This design comes from an exercise in tuning for small area, a short achievable clock period and few clock cycles per item on the open sky130 flow, not from production work.
In this exercise RTL edits were held to simulation tests only and were not proved equivalent to the original.

run 1:
==> module move_list_top, before the edit <==
module move_list_top (
   input  logic        clk,
   input  logic        reset,
   input  logic        list_open,
   input  logic        list_close,
   input  logic        move_valid,
   input  logic [29:0] move_in,
   input  logic        white_to_move,
   output logic        out_valid,
   output logic [29:0] out_entry,
   output logic        out_last,
   output logic        list_done,
   output logic        overflow
);
   localparam int N = 31;
   logic              list_is_open;
   logic              closed;
   logic [4:0]        fill;
   logic              white;
   logic              pv;
   logic [29:0]       p;
   logic [16:0]       pkn;
   logic              qv;
   logic [29:0]       q;
   logic [29:0]       e [0:N-1];
   logic [N-1:0]      v;
   logic              accept;
   logic              keep;
   function automatic logic [29:0] xf(input logic [29:0] m, input logic w);
      xf[29:18] = m[29:18];
      xf[17]    = w ? m[17] : m[16];
      xf[16]    = w ? m[16] : m[17];
      xf[15:0]  = m[15:0] ^ (w ? 16'h8000 : 16'h7fff);
   endfunction
   function automatic logic key_gt(input logic [16:0] a, input logic [16:0] b);
      logic c;
      c = 1'b0;
      for (int k = 0; k < 17; k++)
         c = (a[k] & ~b[k]) | (a[k] & c) | (~b[k] & c);
      key_gt = c;
   endfunction
   function automatic logic [16:0] key(input logic [29:0] m);
      key = {m[15:0], m[16]};
   endfunction
   assign accept   = list_is_open && move_valid;
   assign keep     = accept && fill != 5'(N);
   logic closed_nx;
   logic pv_nx;
   logic qv_nx;
   logic draining;
   logic first;
   logic [4:0]   rp;
   logic [N-1:0] rsel;
   always_comb
   begin
      closed_nx = closed;
      if (list_close && list_is_open)
         closed_nx = 1'b1;
      if (list_done)
         closed_nx = 1'b0;
      pv_nx    = keep;
      qv_nx    = pv;
      first    = closed && !pv && !draining;
   end
   always_ff @(posedge clk)
   begin
      if (reset)
      begin
         list_is_open <= 1'b0;
         closed       <= 1'b0;
         draining     <= 1'b0;
         fill         <= '0;
         overflow     <= 1'b0;
         pv           <= 1'b0;
         qv           <= 1'b0;
      end
      else
      begin
         pv       <= pv_nx;
         qv       <= qv_nx;
         closed   <= closed_nx;
         if (list_done)
            draining <= 1'b0;
         else if (first)
            draining <= 1'b1;
         if (keep)
            fill <= fill + 1'b1;
         if (accept && fill == 5'(N))
            overflow <= 1'b1;
         if (list_open)
         begin
            list_is_open <= 1'b1;
            fill         <= '0;
            overflow     <= 1'b0;
         end
         else if (list_close)
            list_is_open <= 1'b0;
      end
   end
   always_ff @(posedge clk)
   begin
      if (list_open)
         white <= white_to_move;
      p <= xf(move_in, white_to_move);
      pkn <= ~key(xf(move_in, white_to_move));
      q <= p;
   end
   logic [N-1:0] dd;
   logic         x;
   logic [N-1:0] ddr;
   logic         xr;
   always_comb
   begin
      for (int i = 0; i < N; i++)
         dd[i] = !v[i] || key_gt(i < N / 2 ? key(p) : ~pkn, key(e[i]));
      x = key_gt(key(p), key(q));
   end
   always_ff @(posedge clk)
   begin
      ddr <= dd;
      xr  <= x;
   end
   logic [N-1:0] c;
   logic [N-1:0] sl;
   logic [N-1:0] sp;
   logic [N-1:0] slr;
   logic [N-1:0] spr;
   always_comb
   begin
      for (int i = 0; i < N; i++)
      begin
         if (slr[i])
            c[i] = ddr[i > 0 ? i - 1 : 0];
         else if (spr[i])
            c[i] = xr;
         else
            c[i] = ddr[i];
      end
      for (int i = 0; i < N; i++)
      begin
         sl[i] = qv && c[i] && (i > 0 ? c[i-1] : 1'b0);
         sp[i] = qv && c[i] && !(i > 0 ? c[i-1] : 1'b0);
      end
   end
   always_ff @(posedge clk)
   begin
      slr <= sl;
      spr <= sp;
   end
   logic [N-1:0] sel_h;
   logic [29:0]  e_nx [0:N-1];
   always_comb
   begin
      for (int i = 0; i < N; i++)
      begin
         sel_h[i] = !(sl[i] || sp[i]);
         e_nx[i]  = ({30{sl[i]}} & (i > 0 ? e[i-1] : '0)) |
                    ({30{sp[i]}} & q) |
                    ({30{sel_h[i]}} & e[i]);
      end
   end
   logic [4:0] used;
   always_ff @(posedge clk)
   begin
      if (reset || list_open)
         used <= '0;
      else if (qv)
         used <= used + 1'b1;
   end
   always_comb
   begin
      for (int i = 0; i < N; i++)
         v[i] = 5'(i) < used;
   end
   always_ff @(posedge clk)
   begin
      for (int i = 0; i < N; i++)
         e[i] <= e_nx[i];
   end
   logic [29:0] rd;
   always_comb
   begin
      rd = '0;
      for (int i = 1; i < N; i++)
         rd = rd | ({30{rsel[i]}} & e[i]);
      if (first)
         rd = e_nx[0];
   end
   always_ff @(posedge clk)
   begin
      out_entry <= xf(rd, white);
      if (first)
      begin
         rp   <= 5'd1;
         rsel <= N'(2);
      end
      else
      begin
         rp   <= rp + 1'b1;
         rsel <= {rsel[N-2:0], 1'b0};
      end
   end
   always_ff @(posedge clk)
   begin
      if (reset)
      begin
         out_valid <= 1'b0;
         out_last  <= 1'b0;
         list_done <= 1'b0;
      end
      else if (first)
      begin
         out_valid <= fill != 5'd0;
         out_last  <= fill == 5'd1;
         list_done <= fill <= 5'd1;
      end
      else if (draining && !list_done)
      begin
         out_valid <= rp < fill;
         out_last  <= rp == fill - 1'b1;
         list_done <= rp >= fill - 1'b1;
      end
      else
      begin
         out_valid <= 1'b0;
         out_last  <= 1'b0;
         list_done <= 1'b0;
      end
   end
endmodule
export LEC_CHECK = 0
export CAP_MARGIN = 20
export CORE_MARGIN = 2
export CORE_UTILIZATION = 30
export CTS_CLUSTER_DIAMETER = 60
export CTS_CLUSTER_SIZE = 24
export SETUP_SLACK_MARGIN = 3.4
export SLEW_MARGIN = 20
create_clock -name core_clock -period 6.0 [get_ports {clk}]
standard.sh (not shown) runs the stock make flow with config.mk's settings and CLKGATE_MAP_FILE= SYNTH_SCRIPT=/design/flow/synth_recipe.tcl, a recipe that flattens the netlist after the stock synthesis.
==> flow/flow/run.sh <==
#!/bin/bash
# The standard layout (standard.sh: the standard synthesis and the ORFS
# flow), with one change: the input and output port buffers are buf_4 cells
# rather than the delay-cell buffer that buffer_ports picks by default.
# The full tool output goes to standard.log in this folder.
set -uo pipefail
bash standard.sh BUFFER_PORTS_ARGS="-buffer_cell sky130_fd_sc_hd__buf_4" finish > standard.log 2>&1
status=$?
tail -40 standard.log
exit $status
Testbench counts of run 1, summed over its fixed seeds: cycles 6,314, lists 160.
--- input diff run 1..run 3 ---
--- a/flow/design.v
+++ b/flow/design.v
@@ -200,27 +200,36 @@
       for (int i = 0; i < N; i++)
          e[i] <= e_nx[i];
    end
-   logic [29:0] rd;
-   always_comb
-   begin
-      rd = '0;
+   logic [29:0]  rd;
+   logic [N-1:0] rseln;
+   always_comb
+   begin
+      rd = {30{first}} & e_nx[0];
       for (int i = 1; i < N; i++)
-         rd = rd | ({30{rsel[i]}} & e[i]);
-      if (first)
-         rd = e_nx[0];
+      begin
+         rd[14:0]  = rd[14:0]  | ({15{rsel[i]}} & e[i][14:0]);
+         rd[29:15] = rd[29:15] | ({15{~rseln[i]}} & e[i][29:15]);
+      end
    end
    always_ff @(posedge clk)
    begin
       out_entry <= xf(rd, white);
       if (first)
       begin
-         rp   <= 5'd1;
-         rsel <= N'(2);
+         rp    <= 5'd1;
+         rsel  <= N'(2);
+         rseln <= {{(N-2){1'b1}}, 2'b01};
+      end
+      else if (draining)
+      begin
+         rp    <= rp + 1'b1;
+         rsel  <= {rsel[N-2:0], 1'b0};
+         rseln <= {rseln[N-2:0], 1'b1};
       end
       else
       begin
-         rp   <= rp + 1'b1;
-         rsel <= {rsel[N-2:0], 1'b0};
+         rsel  <= '0;
+         rseln <= '1;
       end
    end
    always_ff @(posedge clk)
--- outcome ---
Changes observed in run 3 relative to run 1: total placed instance area rose by 2.3%; flip-flop and latch count up 2.5%; routed wire length fell by 15,000 µm; synthesized area saw an increase.
In the flow results for run 1 and run 3, the area of the core is smaller on run 1.
NOTE: total of cells resized after clock tree synthesis in run 3 exceeds that of run 1
Looking at die outline area across run 1 and run 3, the one that comes out higher is run 3.
Compared with run 1, in run 3 xor and xnor fraction of the mapped netlist area was more or less identical; via count was more or less identical.
Looking at antenna diode count across run 1 and run 3, the one that comes out lower is run 3.
Testbench counts of run 3, summed over its fixed seeds: cycles 6,314, lists 160.

afterwards: timing with drivers on the ports:
Ports are ideal in the flow. The routed layouts listed here were re-timed in OpenROAD.
Step 1: set_driving_cell puts a clkbuf_16 on clk and a buf_2 on each other input, an assumption about the parent block.
Step 2, shift: input delay + t, output delay - t, t = (earliest + latest rising clock arrival at the registers) / 2. This alone moves slack from input paths to output paths.
a / b / c = ideal ports / drivers / drivers and shift; a / b = the first two.
run | t (ns) | slack for setup (ns) | worst setup path after step 2
run 1 | 0.864 | 3.309 / 3.309 / 3.264 | input to register
run 3 | 0.851 | 3.293 / 3.293 / 3.262 | input to register
After both steps every run listed still meets setup and hold. The setup slack of run 1, which loses most, moves by 0.000 ns with the drivers and by -0.045 ns with both steps.
